From an optimization exercise on the open Yosys and OpenROAD flow, aimed at small area, a short achievable clock period and few clock cycles per item; shortcuts taken in it are not production practice. RTL that was checked went through simulation tests only; none was proved equivalent to the original.

the reference run:
==> flow/design.v (excerpt) <==
module alu_mc (
    input  logic        clk,
    input  logic        reset,
    input  logic        start,
    input  logic        i,
    input  logic [31:0] SrcA,
    input  logic [31:0] SrcB,
    input  logic [3:0]  af,
    output logic        busy,
    output logic        done,
    output logic [31:0] Alures,
    output logic        Zero,
    output logic        Neg,
    output logic        ovfalu
);
Settings: LEC_CHECK=0, ABC_AREA=1, CAP_MARGIN=40, CORE_MARGIN=2, CORE_UTILIZATION=45, SETUP_SLACK_MARGIN=1.0, SLEW_MARGIN=20; clock period 7.5 ns.
run.sh (not shown) runs the stock make flow with config.mk's settings and CLKGATE_MAP_FILE= SYNTH_SCRIPT=/design/flow/synth_recipe.tcl, a recipe that flattens the netlist after the stock synthesis.
Both conditions hold for the reference run: the flow ran to the end and the final layout passed the timing, design-rule and antenna checks.
Testbench counts of the reference run, summed over its fixed seeds: cycles 30,282, items 16,000.
For the trial run, these inputs were changed with respect to the reference run:
# the reference run
export LEC_CHECK = 0
export ABC_AREA = 1
export CAP_MARGIN = 40
export CORE_MARGIN = 2
export CORE_UTILIZATION = 45
export SETUP_SLACK_MARGIN = 1.0
export SLEW_MARGIN = 20
create_clock -name core_clock -period 7.5 [get_ports {clk}]
# the trial run
export LEC_CHECK = 0
export ABC_AREA = 1
export CAP_MARGIN = 40
export CORE_MARGIN = 2
export CORE_UTILIZATION = 50
export SETUP_SLACK_MARGIN = 1.3
export SLEW_MARGIN = 20
create_clock -name core_clock -period 7.5 [get_ports {clk}]
==> notes.md <==
- The trial run closes out successfully: all stages finished, all timing, DRC and antenna checks passed.
- Per the comparison of the trial run with the reference run, detailed-routed wire length on met3 picked up an extra about 20%; final worst hold slack neither gained nor lost much; final non-filler cell area picked up an extra 580 sq um; area added between synthesis and finish picked up an extra 1.6 points.
- Delta (the trial run minus the reference run): fraction of layout instances using a drive strength above 1 now larger, layout inverter count without the clock tree comparable.


alu_mc again, from the RTL that the note above started with.
Settings: LEC_CHECK=0, ABC_AREA=1, CAP_MARGIN=40, CORE_MARGIN=2, CORE_UTILIZATION=45, SETUP_SLACK_MARGIN=1.8, SLEW_MARGIN=20; clock period 7.5 ns.
Testbench counts at the start, summed over its fixed seeds: cycles 30,282, items 16,000.
==> next run, changes <==
CORE_UTILIZATION = 55   (was 45)
TNS_END_PERCENT = 5   (was unset)
After rerunning:
- The changed run finished clean
- design area drops by 1.9%
- setup slack gets worse by 0.097 ns
- core utilization climbs by 11 points
==> next run, changes <==
CORE_UTILIZATION = 45   (was 55)
SETUP_SLACK_MARGIN = unset   (was 1.8)
TNS_END_PERCENT = unset   (was 5)
Die area rises by about a fifth; routed wire length rises by a few percent; clock skew falls by 0.0036 ns; register-to-register slack is worse by 1.0 ns; worst setup slack is worse by 1.1 ns.
==> next run, changes <==
SETUP_SLACK_MARGIN = 1.8   (was unset)
TNS_END_PERCENT = 5   (was unset)
=> The new run produced a clean layout; routed wire length is higher by a few percent; die area is unchanged; setup slack is better by 1.3 ns; design area came out higher by roughly a tenth; cell count rose by a few percent; worst hold slack improved by 0.0043 ns; utilization goes up by 5.1 points; global-route usage increases by 0.86 points.


v6:
alu_mc, a different RTL version from the one above (not shown whole).
Size: ~6,000 cells after synthesis, about 150 flip-flops, about 110 I/O pins, roughly 35,000 um^2 of cells after synthesis.
// alu_mc
module alu_mc (
    input  logic        clk,
    input  logic        reset,
    input  logic        start,
    input  logic        i,
    input  logic [31:0] SrcA,
    input  logic [31:0] SrcB,
    input  logic [3:0]  af,
    output logic        busy,
    output logic        done,
    output logic [31:0] Alures,
    output logic        Zero,
    output logic        Neg,
    output logic        ovfalu
);
==> flow/config.mk <==
export PLATFORM = sky130hd
export DESIGN_NAME = alu_mc
export DESIGN_NICKNAME = alu_mc
export VERILOG_FILES = /design/flow/design.v
export SDC_FILE = /design/flow/constraint.sdc
export NUM_CORES = 4
export LEC_CHECK = 0
export ABC_AREA = 1
export CAP_MARGIN = 40
export CORE_MARGIN = 2
export CORE_UTILIZATION = 45
export SETUP_SLACK_MARGIN = 1.4
export SLEW_MARGIN = 20
export TNS_END_PERCENT = 5
==> flow/constraint.sdc <==
create_clock -name core_clock -period 7.5 [get_ports {clk}]
set_input_delay 1.5000 -clock core_clock [delete_from_list [all_inputs] [get_ports {clk}]]
set_output_delay 1.5000 -clock core_clock [all_outputs]
set_load 0.01 [all_outputs]
Testbench counts of v6, summed over its fixed seeds: cycles 30,282, items 16,000.
The following lists how v7 was set up differently from v6:
- SETUP_SLACK_MARGIN: 1.4 -> 1.8
## What came out
From v6 to v7 the numbers moved as follows: required arrival time at the worst endpoint higher, final routed wirelength across all metal layers now sits higher.
Relative to v6, number of diodes added for antenna fixing increased by 2 in v7.
Side by side, layout cell share with drive strength beyond 1 turned out higher in v7 than in v6.
v6 ended up with clkdlybuf4s50_1 as its worst-path cell with the longest stage delay; v7 ended up with or2_2.
The run showing the smaller via count is v6.
Comparing v7 and v6, the lower share of the clock period used by the worst path after layout was measured on v7.
v7 vs v6 — number of DRC violations after detailed-routing iteration 0 climbed by a few percent
v6 → v7: cell area after layout now larger.


== the baseline ==
Another version of the RTL of alu_mc (not shown whole).
For scale: about 150 flip-flops, roughly 110 I/O pins, roughly 35000 µm² of cells after synthesis.
==> flow/design.v (excerpt) <==
module alu_mc (
    input  logic        clk,
    input  logic        reset,
    input  logic        start,
    input  logic        i,
    input  logic [31:0] SrcA,
    input  logic [31:0] SrcB,
    input  logic [3:0]  af,
    output logic        busy,
    output logic        done,
    output logic [31:0] Alures,
    output logic        Zero,
    output logic        Neg,
    output logic        ovfalu
);
==> flow/config.mk <==
export PLATFORM = sky130hd
export DESIGN_NAME = alu_mc
export DESIGN_NICKNAME = alu_mc
export VERILOG_FILES = /design/flow/design.v
export SDC_FILE = /design/flow/constraint.sdc
export NUM_CORES = 4
export LEC_CHECK = 0
export CAP_MARGIN = 20
export CORE_MARGIN = 2
export CORE_UTILIZATION = 40
export SLEW_MARGIN = 20
==> flow/constraint.sdc <==
create_clock -name core_clock -period 7.5 [get_ports {clk}]
set_input_delay 1.5000 -clock core_clock [delete_from_list [all_inputs] [get_ports {clk}]]
set_output_delay 1.5000 -clock core_clock [all_outputs]
set_load 0.01 [all_outputs]
The baseline: no failed stages, no open violations at the end
What the candidate does differently from the baseline at the input level:
diff --git a/flow/config.mk b/flow/config.mk
--- a/flow/config.mk
+++ b/flow/config.mk
@@ -7,0 +8 @@
+export ABC_CLOCK_PERIOD_IN_PS = 4500
@@ -10 +11,2 @@
-export CORE_UTILIZATION = 40
+export CORE_UTILIZATION = 60
+export SETUP_SLACK_MARGIN = 2.5
### Flow results
The baseline and the candidate: one clean run, the baseline; the rest did not finish clean. The candidate against the baseline: cell row count decreased by 20 relative to the old numbers, depth of the CTS H-tree closely matched the old numbers, number of buffers inserted to repair setup after CTS increased by 265 relative to the old numbers, post-synthesis instance total closely matched the old numbers. Going from the baseline to the candidate, the routability congestion estimate was found to have gone up by 0.079.
Function was not checked in any run of this note: the RTL went through the layout flow alone.

[what the ideal ports hide]
In the flow no input, the clock included, has a driving cell. The finished layouts below were timed again as built, in two steps. Step 1 sets driving cells, clkbuf_16 on the clock port and buf_2 on the other inputs (assumed; they add their load-dependent delay and slew). Step 2 moves the port delays by t, midway between the first and last clock arrival at a register: inputs arrive t later, outputs are due t later. That takes back most of the time a late clock gives input paths. Three values: ideal ports, drivers, drivers and shift; two values: the first two.
run | t (ns) | slack for setup (ns) | clock arrival spread, ns
the reference run | 0.526 | 1.184 / 1.184 / 0.736 | 0.016 / 0.017
the trial run | 0.526 | 1.344 / 1.344 / 0.974 | 0.009 / 0.009
the first run of note 2 | 0.526 | 1.721 / 1.737 / 1.211 | 0.014 / 0.014
the second run of note 2 | 0.504 | 1.624 / 1.624 / 1.139 | 0.020 / 0.021
the third run of note 2 | 0.524 | 0.485 / 0.525 / 0.001 | 0.016 / 0.017
the fourth run of note 2 | 0.528 | 1.794 / 1.764 / 1.236 | 0.019 / 0.019
v6 | 0.510 | 1.442 / 1.445 / 0.966 | 0.019 / 0.019
v7 | 0.514 | 1.668 / 1.701 / 1.186 | 0.020 / 0.021
the baseline | 0.553 | 0.302 / 0.302 / 0.010 | 0.021 / 0.021
After both steps setup and hold are still met in every run listed. For the fourth run of note 2, which loses most, drivers alone change the setup slack by -0.030 ns; drivers and shift together by -0.558 ns.
